Source: an optimization exercise on an open RTL-to-GDS flow (aim: small area). Production flows keep margins and buffers that such runs may drop.
Only simulation tests tie the RTL to the original design; equivalence was not proved.
Power figures rest on the tool's default switching activity, not on a simulated workload.

== trial 3 ==
// rgb_led_array_pwm
module rgb_led_array_pwm #(
  parameter int P_LED_NUM = 4,
  parameter int P_DUTY_W  = 8,
  parameter int P_CE_DIV  = 4,
  parameter int P_CE_W    = 2,
  parameter int P_SPD_W   = 10,
  parameter int P_PHASE   = 192
) (
  input  logic                 I_CLK_100MHZ,
  input  logic                 I_RST,
  input  logic [1:0]           I_MODE,
  input  logic [P_SPD_W-1:0]   I_SPEED,
  input  logic [P_DUTY_W-1:0]  I_BRIGHTNESS,
  input  logic                 I_INVERTED,
  input  logic [P_DUTY_W-1:0]  I_FIX_R,
  input  logic [P_DUTY_W-1:0]  I_FIX_G,
  input  logic [P_DUTY_W-1:0]  I_FIX_B,
  output logic [P_LED_NUM-1:0] O_LED_R,
  output logic [P_LED_NUM-1:0] O_LED_G,
  output logic [P_LED_NUM-1:0] O_LED_B,
  output logic                 O_FRAME,
  output logic [3:0]           O_STATUS
);
Size in the first run: ~64 I/O pins, ~0.0073 mm2 of cells after synthesis.
Settings: LEC_CHECK=0, ABC_AREA=1, CAP_MARGIN=20, CORE_MARGIN=2, CORE_UTILIZATION=45, PLACE_DENSITY=0.6, SLEW_MARGIN=20; clock period 13.0 ns.
standard.sh (not shown) runs the stock make flow with config.mk's settings and CLKGATE_MAP_FILE= SYNTH_SCRIPT=/design/flow/synth_recipe.tcl, a recipe that flattens the netlist after the stock synthesis.
==> flow/flow/run.sh <==
#!/bin/bash
# The standard layout (standard.sh) with these changes:
#  - synthesis maps the logic with the area-oriented ABC script in
#    flow/abc_area.script (a copy of ORFS's scripts folder with that one file
#    replaced; everything before and after ABC, registers included, is the
#    standard synthesis), and buffers pass-through wires with buf_1
#  - ports are buffered with the plain sky130_fd_sc_hd__buf_1 cell
#  - clock tree synthesis with clkbuf_8 buffers and no dummy loads
set -euo pipefail
rm -rf scripts_local
cp -r "$FLOW_HOME/scripts" scripts_local
cp flow/abc_area.script scripts_local/abc_area.script
SCRIPTS_DIR="$PWD/scripts_local" ABC_AREA=1 MIN_BUF_CELL_AND_PORTS="sky130_fd_sc_hd__buf_1 A X" \
  bash standard.sh synth > synth_run.log 2>&1
rm -rf scripts_local
export BUFFER_PORTS_ARGS="-buffer_cell sky130_fd_sc_hd__buf_1"
export CTS_ARGS="-sink_clustering_enable -repair_clock_nets -dont_use_dummy_load -buf_list sky130_fd_sc_hd__clkbuf_8 -root_buf sky130_fd_sc_hd__clkbuf_8"
bash standard.sh > layout_run.log 2>&1
==> flow/flow/abc_area.script <==
strash
&get -n
&deepsyn -T 20 -S 7
&put
dch -f
amap -F 3 -A 8
topo
## Diff of input files: build 72 against trial 3
- a change of PLACE_DENSITY from 0.6 to 0.7
- a change of CORE_UTILIZATION from 45 to 60
==> comparison <==
- met3 track demand over resource up 3.1 points in build 72 wrt trial 3
- Diff trial 3 -> build 72 | maximum fanout encountered on the critical timing path | decrease of 1
- [compare] base=trial 3 new=build 72: fill cell instance count of the final layout fell 489; area fraction of clock buffers and clock inverters now sits at about the same level; fraction of the mapped netlist area in compound gates closely matched the old numbers; count of buffer and inverter cells on the critical path now sits higher; number of logic inverters in the finished layout climbed 1.
- Routed wire in build 72 totals more than in trial 3.
- As of build 72, number of placed instances with taps included had fallen by a few percent compared to trial 3.
- Final cell area: build 72 below trial 3


rgb_led_array_pwm, a different RTL version from the one above (not shown whole).
Size: about 890 cells after synthesis, about 110 flip-flops, roughly 64 I/O pins, about 8100 sq um of cells after synthesis.
Design rgb_led_array_pwm, start of the top module:
module rgb_led_array_pwm #(
  parameter int P_LED_NUM = 4,
  parameter int P_DUTY_W  = 8,
  parameter int P_CE_DIV  = 4,
  parameter int P_CE_W    = 2,
  parameter int P_SPD_W   = 10,
  parameter int P_PHASE   = 192
) (
  input  logic                 I_CLK_100MHZ,
  input  logic                 I_RST,
  input  logic [1:0]           I_MODE,
  input  logic [P_SPD_W-1:0]   I_SPEED,
  input  logic [P_DUTY_W-1:0]  I_BRIGHTNESS,
  input  logic                 I_INVERTED,
  input  logic [P_DUTY_W-1:0]  I_FIX_R,
  input  logic [P_DUTY_W-1:0]  I_FIX_G,
  input  logic [P_DUTY_W-1:0]  I_FIX_B,
  output logic [P_LED_NUM-1:0] O_LED_R,
  output logic [P_LED_NUM-1:0] O_LED_G,
  output logic [P_LED_NUM-1:0] O_LED_B,
  output logic                 O_FRAME,
  output logic [3:0]           O_STATUS
);
Settings: LEC_CHECK=0, ABC_AREA=1, CAP_MARGIN=20, CORE_MARGIN=2, CORE_UTILIZATION=45, PLACE_DENSITY=0.6, SLEW_MARGIN=20; clock period 13.0 ns.
==> flow/flow/run.sh <==
#!/bin/bash
# The standard layout (standard.sh) with these changes:
#  - synthesis maps the logic with the area-oriented ABC script in
#    flow/abc_area.script (a copy of ORFS's scripts folder with that one file
#    replaced; everything before and after ABC, registers included, is the
#    standard synthesis)
#  - ports are buffered with the plain sky130_fd_sc_hd__buf_1 cell
#  - clock tree synthesis with clkbuf_8 buffers and no dummy loads
set -euo pipefail
rm -rf scripts_local
cp -r "$FLOW_HOME/scripts" scripts_local
cp flow/abc_area.script scripts_local/abc_area.script
SCRIPTS_DIR="$PWD/scripts_local" ABC_AREA=1 bash standard.sh synth > synth_run.log 2>&1
rm -rf scripts_local
export BUFFER_PORTS_ARGS="-buffer_cell sky130_fd_sc_hd__buf_1"
export CTS_ARGS="-sink_clustering_enable -repair_clock_nets -dont_use_dummy_load -buf_list sky130_fd_sc_hd__clkbuf_8 -root_buf sky130_fd_sc_hd__clkbuf_8"
bash standard.sh > layout_run.log 2>&1
==> flow/flow/abc_area.script <==
strash
dc2
dch -f
amap
strash
dch -f
amap
topo
The starting point finished clean.
Rerun with:
==> flow/flow/run.sh (replaced) <==
#!/bin/bash
set -e
export BUFFER_PORTS_ARGS="-buffer_cell sky130_fd_sc_hd__buf_1"
export CTS_ARGS="-sink_clustering_enable -repair_clock_nets -dont_use_dummy_load -buf_list sky130_fd_sc_hd__clkbuf_8 -root_buf sky130_fd_sc_hd__clkbuf_8"
bash standard.sh > standard.log 2>&1
removed: flow/flow/abc_area.script
First-iteration DRC count went up by 24%. Critical path depth came out higher by 1. Clock-buffer cell count is unchanged. Cell count climbs by 25%. Sequential share of layout area fell by 2.3 points. Synthesized area grows by 10%. Non-clock buffer count fell by 3.


RTL: one of the versions met above, not the one the previous note started from.
Size in the first run: about 110 flip-flops, roughly 7300 um2 of cells after synthesis.
Settings: LEC_CHECK=0, ABC_AREA=1, CAP_MARGIN=20, CORE_MARGIN=2, CORE_UTILIZATION=45, GPL_ROUTABILITY_DRIVEN=0, GPL_TIMING_DRIVEN=0, PLACE_DENSITY=0.6, SLEW_MARGIN=20; clock period 13.0 ns.
==> flow/flow/run.sh <==
#!/bin/bash
# The standard layout (standard.sh) with these changes:
#  - synthesis maps the logic with the area-oriented ABC script in
#    flow/abc_area.script (a copy of ORFS's scripts folder with that one file
#    replaced; everything before and after ABC, registers included, is the
#    standard synthesis), and buffers pass-through wires with buf_1
#  - ports are buffered with the plain sky130_fd_sc_hd__buf_1 cell
#  - clock tree synthesis with clkbuf_8 buffers and no dummy loads
set -euo pipefail
rm -rf scripts_local
cp -r "$FLOW_HOME/scripts" scripts_local
cp flow/abc_area.script scripts_local/abc_area.script
SCRIPTS_DIR="$PWD/scripts_local" ABC_AREA=1 MIN_BUF_CELL_AND_PORTS="sky130_fd_sc_hd__buf_1 A X" \
  bash standard.sh synth > synth_run.log 2>&1
rm -rf scripts_local
export BUFFER_PORTS_ARGS="-buffer_cell sky130_fd_sc_hd__buf_1"
export CTS_ARGS="-sink_clustering_enable -repair_clock_nets -dont_use_dummy_load -buf_list sky130_fd_sc_hd__clkbuf_8 -root_buf sky130_fd_sc_hd__clkbuf_8"
bash standard.sh > layout_run.log 2>&1
==> flow/flow/abc_area.script <==
strash
&get -n
&deepsyn -T 20 -S 7
&put
dch -f
amap -F 3 -A 8
topo
The starting point ran to the end with no violations.
Next try:
--- a/flow/flow/run.sh
+++ b/flow/flow/run.sh
@@ -15,4 +15,4 @@
 rm -rf scripts_local
 export BUFFER_PORTS_ARGS="-buffer_cell sky130_fd_sc_hd__buf_1"
-export CTS_ARGS="-sink_clustering_enable -repair_clock_nets -dont_use_dummy_load -buf_list sky130_fd_sc_hd__clkbuf_8 -root_buf sky130_fd_sc_hd__clkbuf_8"
+export CTS_ARGS="-sink_clustering_enable -repair_clock_nets -dont_use_dummy_load -buf_list sky130_fd_sc_hd__clkbuf_16 -root_buf sky130_fd_sc_hd__clkbuf_8 -sink_clustering_size 30"
 bash standard.sh > layout_run.log 2>&1
GPL_ROUTABILITY_DRIVEN = not set   (was 0)
GPL_TIMING_DRIVEN = not set   (was 0)
The new run completed without violations; routed wire length went down by 1.8%; cell area went down by 0.55%; total power went down by 0.48%; setup slack degrades by 0.088 ns; synthesized area barely changes; maximum frequency went down by 0.78%; clock skew went down by 0.017 ns.

-- what the ideal ports hide --
Ports are ideal in the flow. The routed layouts listed here were re-timed in OpenROAD.
Step 1 (the two cells are an assumption about what drives the block):
set clk [get_ports {I_CLK_100MHZ}]
set_driving_cell -lib_cell sky130_fd_sc_hd__clkbuf_16 $clk
set_driving_cell -lib_cell sky130_fd_sc_hd__buf_2 [delete_from_list [all_inputs] $clk]
Step 2 times the ports against the registers' clock, not the clock port: input delays grow and output delays shrink by t, the midpoint of the rising clock arrivals with the driver on.
Slacks: ideal / step 1 / step 2; pairs: ideal / step 1.
run | t (ns) | slack for setup (ns) | hold WS [ns] | worst slew at a driven data input, ns
trial 3 | 0.409 | 1.843 / 1.857 / 1.447 | 0.491 / 0.491 / 0.491 | 0.04
build 72 | 0.425 | 2.389 / 2.406 / 1.981 | 0.491 / 0.491 / 0.491 | 0.04
the first run of note 2 | 0.425 | 2.521 / 2.534 / 2.109 | 0.375 / 0.375 / 0.375 | 0.06
the second run of note 2 | 0.421 | 2.965 / 2.984 / 2.563 | 0.371 / 0.371 / 0.371 | 0.06
the first run of note 3 | 0.423 | 1.931 / 1.948 / 1.525 | 0.495 / 0.495 / 0.495 | 0.04
the second run of note 3 | 0.409 | 1.843 / 1.857 / 1.447 | 0.491 / 0.491 / 0.491 | 0.04
After both steps every run listed still meets setup and hold. The setup slack of the first run of note 2, which loses most, moves by +0.013 ns with the drivers and by -0.412 ns with both steps.
